Background: an optimization exercise with open tools, aiming at small area, a short achievable clock period and few clock cycles. Do not read the settings as production practice. The RTL was checked by simulation tests, not by an equivalence proof against the original design. Power is estimated from default activity; no workload was simulated.

==> job 3484 <==
==> flow/design.v <==
module cpu_riscv_pipe #(
  parameter int unsigned XLEN       = 32,
  parameter int unsigned ADDR_WIDTH = 7,
  parameter int unsigned RESET_PC   = 0
) (
  input  logic                  clk,
  input  logic                  reset,
  output logic [ADDR_WIDTH-1:0] imem_addr,
  input  logic [31:0]           imem_rdata,
  input  logic                  imem_valid,
  output logic                  wb_valid,
  output logic [4:0]            wb_rd,
  output logic [XLEN-1:0]       wb_data,
  output logic                  illegal
);
  localparam int unsigned AW  = ADDR_WIDTH;
  localparam int unsigned SHW = $clog2(XLEN);
  localparam logic [6:0] OP_R   = 7'b0110011;
  localparam logic [6:0] OP_I   = 7'b0010011;
  localparam logic [6:0] OP_LUI = 7'b0110111;
  localparam logic [6:0] OP_B   = 7'b1100011;
  logic [AW-1:0]   pc;                  
  logic [XLEN-1:0] rf [1:31];
  logic [31:1]     rf_ok;               
  logic            ex_valid;
  logic [4:0]      ex_rd;
  logic            ex_wr;               
  logic            ex_br, ex_bne, ex_ill, ex_pred;
  logic [AW-1:0]   ex_alt;              
  logic [XLEN-1:0] ex_a, ex_b;          
  logic [SHW-1:0]  ex_sh;               
  logic            ex_a_rf, ex_b_rf;    
  logic            ex_a_fw, ex_b_fw;    
  logic            ex_sub;              
  logic            s_add, s_sll, s_slt, s_sltu, s_xor, s_sr, s_or, s_and;
  logic            ex_sra;
  logic            w_ill;
  assign imem_addr = pc;
  assign illegal   = w_ill;
  logic [31:0] ins;
  logic [6:0]  opcode, funct7;
  logic [2:0]  funct3;
  logic [4:0]  rd, rs1, rs2;
  logic        is_r, is_addi, is_lui, is_br, writes, nz;
  logic        use_rs1, use_rs2, imm_u, imm_i;
  logic [AW-1:0] br_tgt;
  logic        pred;
  assign ins    = imem_rdata;
  assign opcode = ins[6:0];
  assign rd     = ins[11:7];
  assign funct3 = ins[14:12];
  assign rs1    = ins[19:15];
  assign rs2    = ins[24:20];
  assign funct7 = ins[31:25];
  assign is_r    = (opcode == OP_R) &&
                   ((funct7 == 7'h00) ||
                    ((funct7 == 7'h20) && ((funct3 == 3'd0) || (funct3 == 3'd5))));
  assign is_addi = (opcode == OP_I) && (funct3 == 3'd0);
  assign is_lui  = (opcode == OP_LUI);
  assign is_br   = (opcode == OP_B) && (funct3[2:1] == 2'b00);
  assign writes  = is_r || is_addi || is_lui;
  assign nz      = (rd != 5'd0);
  assign imm_u   = ins[2];
  assign imm_i   = !ins[2] && !ins[5];
  assign use_rs1 = !ins[2];
  assign use_rs2 = !ins[2] && ins[5];
  assign br_tgt = pc + {ins[28:25], ins[11:9]};
  assign pred   = (rs1 == rs2) ^ funct3[0];
  logic eq, mispred;
  assign mispred = ex_valid && ex_br && ((eq ^ ex_bne) != ex_pred);
  logic [XLEN-1:0] rv1, rv2;
  logic            ok1, ok2;
  assign rv1 = (rs1 == 5'd0) ? '0 : rf[rs1];
  assign rv2 = (rs2 == 5'd0) ? '0 : rf[rs2];
  assign ok1 = (rs1 == 5'd0) ? 1'b0 : rf_ok[rs1];
  assign ok2 = (rs2 == 5'd0) ? 1'b0 : rf_ok[rs2];
  logic ex_wr_nz, w_wr_nz, hitE1, hitE2, hitW1, hitW2;
  assign ex_wr_nz = ex_valid && ex_wr && (ex_rd != 5'd0);
  assign w_wr_nz  = wb_valid && (wb_rd != 5'd0);
  assign hitE1 = ex_wr_nz && (ex_rd == rs1);
  assign hitE2 = ex_wr_nz && (ex_rd == rs2);
  assign hitW1 = w_wr_nz && (wb_rd == rs1);
  assign hitW2 = w_wr_nz && (wb_rd == rs2);
  logic [XLEN-1:0] op1, op2;
  assign op1 = hitW1 ? wb_data : rv1;
  assign op2 = hitW2 ? wb_data : rv2;
  always_ff @(posedge clk) begin
    if (reset) begin
      pc       <= AW'(RESET_PC >> 2);
      ex_valid <= 1'b0;
    end else if (mispred) begin
      pc       <= ex_alt;
      ex_valid <= 1'b0;
    end else if (imem_valid) begin
      pc       <= (is_br && pred) ? br_tgt : pc + AW'(1);
      ex_valid <= 1'b1;
    end else begin
      ex_valid <= 1'b0;
    end
  end
  always_ff @(posedge clk) begin
    ex_rd   <= rd;
    ex_wr   <= writes;
    ex_br   <= is_br;
    ex_bne  <= funct3[0];
    ex_ill  <= !(writes || is_br);
    ex_pred <= pred;
    ex_alt  <= pred ? pc + AW'(1) : br_tgt;
    ex_sub  <= is_r && (((funct3 == 3'd0) && funct7[5]) || (funct3 == 3'd2) || (funct3 == 3'd3));
    ex_sra  <= funct7[5];
    s_add   <= nz && (is_lui || is_addi || (is_r && (funct3 == 3'd0)));
    s_sll   <= nz && is_r && (funct3 == 3'd1);
    s_slt   <= nz && is_r && (funct3 == 3'd2);
    s_sltu  <= nz && is_r && (funct3 == 3'd3);
    s_xor   <= nz && is_r && (funct3 == 3'd4);
    s_sr    <= nz && is_r && (funct3 == 3'd5);
    s_or    <= nz && is_r && (funct3 == 3'd6);
    s_and   <= nz && is_r && (funct3 == 3'd7);
    ex_a    <= op1;
    ex_a_fw <= use_rs1 && hitE1;
    ex_a_rf <= use_rs1 && !hitE1 && (hitW1 || ok1);
    if (imm_u)      ex_b <= {ins[31:12], 12'b0};
    else if (imm_i) ex_b <= XLEN'($signed(ins[31:20]));
    else            ex_b <= op2;
    ex_b_fw <= use_rs2 && hitE2;
    ex_b_rf <= !use_rs2 || (!hitE2 && (hitW2 || ok2));
    ex_sh   <= (is_r && funct3[1:0] == 2'b01) ? op2[SHW-1:0] : '0;
  end
  logic [XLEN-1:0] a, b;
  logic [SHW-1:0]  sh;
  assign a  = ({XLEN{ex_a_fw}} & wb_data) | ({XLEN{ex_a_rf}} & ex_a);
  assign b  = ({XLEN{ex_b_fw}} & wb_data) | ({XLEN{ex_b_rf}} & ex_b);
  assign sh = ({SHW{ex_b_fw}} & wb_data[SHW-1:0]) | ({SHW{ex_b_rf}} & ex_sh);
  assign eq = (a == b);
  logic [XLEN:0]   diff;
  logic [XLEN-1:0] sum, sll, sr, res;
  logic            lt, ltu;
  assign diff = {1'b0, a} + {1'b0, b ^ {XLEN{ex_sub}}} + (XLEN+1)'(ex_sub);
  assign sum  = diff[XLEN-1:0];
  assign ltu  = !diff[XLEN];
  assign lt   = (a[XLEN-1] == b[XLEN-1]) ? diff[XLEN-1] : a[XLEN-1];
  assign sll  = a << sh;
  assign sr   = XLEN'($signed({ex_sra & a[XLEN-1], a}) >>> sh);
  assign res = ({XLEN{s_add}} & sum) |
               ({XLEN{s_sll}} & sll) |
               ({XLEN{s_sr}}  & sr)  |
               ({XLEN{s_xor}} & (a ^ b)) |
               ({XLEN{s_or}}  & (a | b)) |
               ({XLEN{s_and}} & (a & b)) |
               XLEN'(s_slt & lt) | XLEN'(s_sltu & ltu);
  always_ff @(posedge clk) begin
    if (reset) begin
      wb_valid <= 1'b0;
      w_ill    <= 1'b0;
    end else begin
      wb_valid <= ex_valid && ex_wr;
      w_ill    <= ex_valid && ex_ill;
    end
  end
  always_ff @(posedge clk) begin
    wb_rd   <= ex_rd;
    wb_data <= res;
  end
  always_ff @(posedge clk) begin
    if (w_wr_nz && !reset) rf[wb_rd] <= wb_data;
  end
  always_ff @(posedge clk) begin
    if (reset) rf_ok <= '0;
    else if (w_wr_nz) rf_ok[wb_rd] <= 1'b1;
  end
endmodule
==> flow/run.sh <==
#!/bin/bash
# synth_recipe.tcl (not shown) runs the flow's synth.tcl, then flattens the netlist and writes it again
# the make line also repeats each setting of config.mk as NAME=value (left out here)
make -C /OpenROAD-flow-scripts/flow DESIGN_CONFIG=/design/flow/config.mk WORK_HOME=/design/flow/orfs CLKGATE_MAP_FILE= SYNTH_SCRIPT=/design/flow/synth_recipe.tcl finish
==> flow/config.mk <==
export PLATFORM = sky130hd
export DESIGN_NAME = cpu_riscv_pipe
export DESIGN_NICKNAME = cpu_riscv_pipe
export VERILOG_FILES = /design/flow/design.v
export SDC_FILE = /design/flow/constraint.sdc
export NUM_CORES = 4
export LEC_CHECK = 0
export CAP_MARGIN = 20
export CORE_MARGIN = 2
export CORE_UTILIZATION = 40
export SETUP_SLACK_MARGIN = 5
export SLEW_MARGIN = 20
==> flow/constraint.sdc <==
create_clock -name core_clock -period 10.0 [get_ports {clk}]
set_input_delay 2.0000 -clock core_clock [delete_from_list [all_inputs] [get_ports {clk}]]
set_output_delay 2.0000 -clock core_clock [all_outputs]
set_load 0.01 [all_outputs]
==> job 7002 (differences from job 3484) <==
--- a/flow/design.v
+++ b/flow/design.v
@@ -36,4 +36,6 @@
   logic            ex_sra;
   logic            w_ill;
+  logic            w_we;                
+  logic [4:0]      w_rd;
   assign imem_addr = pc;
   assign illegal   = w_ill;
@@ -77,9 +79,9 @@
   logic ex_wr_nz, w_wr_nz, hitE1, hitE2, hitW1, hitW2;
   assign ex_wr_nz = ex_valid && ex_wr && (ex_rd != 5'd0);
-  assign w_wr_nz  = wb_valid && (wb_rd != 5'd0);
+  assign w_wr_nz  = w_we;
   assign hitE1 = ex_wr_nz && (ex_rd == rs1);
   assign hitE2 = ex_wr_nz && (ex_rd == rs2);
-  assign hitW1 = w_wr_nz && (wb_rd == rs1);
-  assign hitW2 = w_wr_nz && (wb_rd == rs2);
+  assign hitW1 = w_wr_nz && (w_rd == rs1);
+  assign hitW2 = w_wr_nz && (w_rd == rs2);
   logic [XLEN-1:0] op1, op2;
   assign op1 = hitW1 ? wb_data : rv1;
@@ -163,9 +165,14 @@
   end
   always_ff @(posedge clk) begin
-    if (w_wr_nz && !reset) rf[wb_rd] <= wb_data;
+    if (reset) w_we <= 1'b0;
+    else       w_we <= ex_wr_nz;
+    if (ex_wr_nz) w_rd <= ex_rd;
+  end
+  always_ff @(posedge clk) begin
+    if (w_wr_nz) rf[w_rd] <= wb_data;
   end
   always_ff @(posedge clk) begin
     if (reset) rf_ok <= '0;
-    else if (w_wr_nz) rf_ok[wb_rd] <= 1'b1;
+    else if (w_wr_nz) rf_ok[w_rd] <= 1'b1;
   end
 endmodule
==> flow/flow/run.sh (new file) <==
#!/bin/bash
# Layout: the standard flow (standard.sh), run in three parts so that the timing
# repair after clock-tree synthesis and after global routing aims at a setup margin
# beyond the clock period. Synthesis, floorplan, placement, CTS, routing and the
# constraints are the standard ones. Each part's full output goes to its own log here.
set -euo pipefail
MARGIN=6.5
bash standard.sh synth floorplan place > log_1_synth_floorplan_place.txt 2>&1
bash standard.sh SETUP_SLACK_MARGIN=$MARGIN cts > log_2_cts.txt 2>&1
bash standard.sh SETUP_SLACK_MARGIN=$MARGIN finish > log_3_route_finish.txt 2>&1
==> flow/standard.sh (new file) <==
#!/bin/bash
# synth_recipe.tcl (not shown) runs the flow's synth.tcl, then flattens the netlist and writes it again
# the make line also repeats each setting of config.mk as NAME=value (left out here)
make -C /OpenROAD-flow-scripts/flow DESIGN_CONFIG=/design/flow/config.mk WORK_HOME=/design/flow/orfs CLKGATE_MAP_FILE= SYNTH_SCRIPT=/design/flow/synth_recipe.tcl "${@:-finish}"
--- a/flow/config.mk
+++ b/flow/config.mk
@@ -8,5 +8,4 @@
 export CAP_MARGIN = 20
 export CORE_MARGIN = 2
-export CORE_UTILIZATION = 40
-export SETUP_SLACK_MARGIN = 5
+export CORE_UTILIZATION = 50
 export SLEW_MARGIN = 20
removed: flow/run.sh
==> job 1050 (differences from job 3484) <==
--- a/flow/design.v
+++ b/flow/design.v
@@ -36,4 +36,6 @@
   logic            ex_sra;
   logic            w_ill;
+  logic            w_we;                
+  logic [4:0]      w_rd;
   assign imem_addr = pc;
   assign illegal   = w_ill;
@@ -71,15 +73,23 @@
   logic [XLEN-1:0] rv1, rv2;
   logic            ok1, ok2;
-  assign rv1 = (rs1 == 5'd0) ? '0 : rf[rs1];
-  assign rv2 = (rs2 == 5'd0) ? '0 : rf[rs2];
-  assign ok1 = (rs1 == 5'd0) ? 1'b0 : rf_ok[rs1];
-  assign ok2 = (rs2 == 5'd0) ? 1'b0 : rf_ok[rs2];
+  always_comb begin
+    rv1 = '0;
+    rv2 = '0;
+    ok1 = 1'b0;
+    ok2 = 1'b0;
+    for (int i = 1; i < 32; i++) begin
+      rv1 = rv1 | ({XLEN{rs1 == 5'(i)}} & rf[i]);
+      rv2 = rv2 | ({XLEN{rs2 == 5'(i)}} & rf[i]);
+      ok1 = ok1 | ((rs1 == 5'(i)) & rf_ok[i]);
+      ok2 = ok2 | ((rs2 == 5'(i)) & rf_ok[i]);
+    end
+  end
   logic ex_wr_nz, w_wr_nz, hitE1, hitE2, hitW1, hitW2;
   assign ex_wr_nz = ex_valid && ex_wr && (ex_rd != 5'd0);
-  assign w_wr_nz  = wb_valid && (wb_rd != 5'd0);
+  assign w_wr_nz  = w_we;
   assign hitE1 = ex_wr_nz && (ex_rd == rs1);
   assign hitE2 = ex_wr_nz && (ex_rd == rs2);
-  assign hitW1 = w_wr_nz && (wb_rd == rs1);
-  assign hitW2 = w_wr_nz && (wb_rd == rs2);
+  assign hitW1 = w_wr_nz && (w_rd == rs1);
+  assign hitW2 = w_wr_nz && (w_rd == rs2);
   logic [XLEN-1:0] op1, op2;
   assign op1 = hitW1 ? wb_data : rv1;
@@ -163,9 +173,14 @@
   end
   always_ff @(posedge clk) begin
-    if (w_wr_nz && !reset) rf[wb_rd] <= wb_data;
+    if (reset) w_we <= 1'b0;
+    else       w_we <= ex_wr_nz;
+    if (ex_wr_nz) w_rd <= ex_rd;
+  end
+  always_ff @(posedge clk) begin
+    if (w_wr_nz) rf[w_rd] <= wb_data;
   end
   always_ff @(posedge clk) begin
     if (reset) rf_ok <= '0;
-    else if (w_wr_nz) rf_ok[wb_rd] <= 1'b1;
+    else if (w_wr_nz) rf_ok[w_rd] <= 1'b1;
   end
 endmodule
==> flow/flow/run.sh (new file) <==
#!/bin/bash
# Layout: the standard flow (standard.sh), run in three parts so that the timing
# repair after clock-tree synthesis and after global routing aims at a setup margin
# beyond the clock period. Synthesis, floorplan, placement, CTS, routing and the
# constraints are the standard ones. Each part's full output goes to its own log here.
set -euo pipefail
MARGIN=6.5
bash standard.sh synth floorplan place > log_1_synth_floorplan_place.txt 2>&1
bash standard.sh SETUP_SLACK_MARGIN=$MARGIN cts > log_2_cts.txt 2>&1
bash standard.sh SETUP_SLACK_MARGIN=$MARGIN finish > log_3_route_finish.txt 2>&1
==> flow/standard.sh (new file) <==
#!/bin/bash
# synth_recipe.tcl (not shown) runs the flow's synth.tcl, then flattens the netlist and writes it again
# the make line also repeats each setting of config.mk as NAME=value (left out here)
make -C /OpenROAD-flow-scripts/flow DESIGN_CONFIG=/design/flow/config.mk WORK_HOME=/design/flow/orfs CLKGATE_MAP_FILE= SYNTH_SCRIPT=/design/flow/synth_recipe.tcl "${@:-finish}"
--- a/flow/config.mk
+++ b/flow/config.mk
@@ -7,6 +7,7 @@
 export LEC_CHECK = 0
 export CAP_MARGIN = 20
+export CELL_PAD_IN_SITES_DETAIL_PLACEMENT = 1
 export CORE_MARGIN = 2
 export CORE_UTILIZATION = 40
-export SETUP_SLACK_MARGIN = 5
+export PLACE_DENSITY = 0.5
 export SLEW_MARGIN = 20
removed: flow/run.sh
==> comparison table <==
Outcome: job 3484 no timing/DRC/antenna violations; job 1050 no timing/DRC/antenna violations; job 7002 no timing/DRC/antenna violations
Sort of element at the start of the critical path: job 3484 primary input; job 1050 primary input; job 7002 register
H-tree level count: job 3484 4; job 1050 4; job 7002 3
Endpoint of the worst-slack reg-to-reg timing path: job 3484 rf_ok[29]; job 1050 wb_data[21]; job 7002 wb_data[30]
Worst reg2reg path depth: job 3484 15; job 1050 12; job 7002 13
Count of state elements after synthesis: job 3484 1170; job 1050 1176; job 7002 1176
Internal reg-to-reg setup slack: job 3484 5410 ps; job 1050 6420 ps; job 7002 6280 ps
Fraction of area in registers: job 3484 0.488; job 1050 0.471; job 7002 0.449
Worst path buffer plus inverter count: job 3484 3; job 1050 3; job 7002 1
Quantity of gates resized following cts: job 3484 0; job 1050 710; job 7002 548
Sink of the worst hold path: job 3484 wb_rd[3]; job 1050 pc[1]; job 7002 pc[1]
Met1 layer wirelength in the final routing: job 3484 80100 um; job 1050 113000 um; job 7002 90200 um
Main power-consuming group: job 3484 registers; job 1050 clock; job 7002 registers
Overall power after layout: job 3484 10.7 mW; job 1050 11.4 mW; job 7002 11.0 mW
Non-clock inverter total of the final layout: job 3484 114; job 1050 122; job 7002 130
Number of buffers inserted to repair setup after CTS: job 3484 0; job 1050 222; job 7002 156
Part of the power in registers: job 3484 0.492; job 1050 0.463; job 7002 0.480
Critical path capture point: job 3484 rf[31][17]; job 1050 ex_a[16]; job 7002 wb_data[30]
Testbench counts of job 3484, summed over its fixed seeds: cycles 14,594.
Testbench counts of job 7002, summed over its fixed seeds: cycles 14,594.
Testbench counts of job 1050, summed over its fixed seeds: cycles 14,594.

==> afterwards: timing with drivers on the ports <==
The flow's constraints put no driver on any port. The routed layouts listed below were extracted and timed again, unchanged, in two steps.
Step 1 sets driving cells, clkbuf_16 on the clock port and buf_2 on the other inputs (assumed; they add their load-dependent delay and slew).
Step 2 also shifts input and output timing later by t, the mid clock arrival at the registers, as if the neighbouring blocks saw the same clock.
Three values: ideal ports, drivers, drivers and shift; two values: the first two.
run | shift t [ns] | slack for setup (ns) | worst hold slack (ns) | worst setup path after step 2
job 3484 | 0.834 | 5.347 / 5.388 / 4.554 | 0.412 / 0.412 / 0.412 | input to register
job 7002 | 0.809 | 6.281 / 6.157 / 5.347 | 0.434 / 0.434 / 0.434 | input to register
job 1050 | 0.867 | 6.375 / 6.302 / 5.435 | 0.437 / 0.437 / 0.437 | input to register
After both steps setup and hold are still met in every run listed. The setup slack of job 1050, which loses most, moves by -0.073 ns with the drivers and by -0.940 ns with both steps.
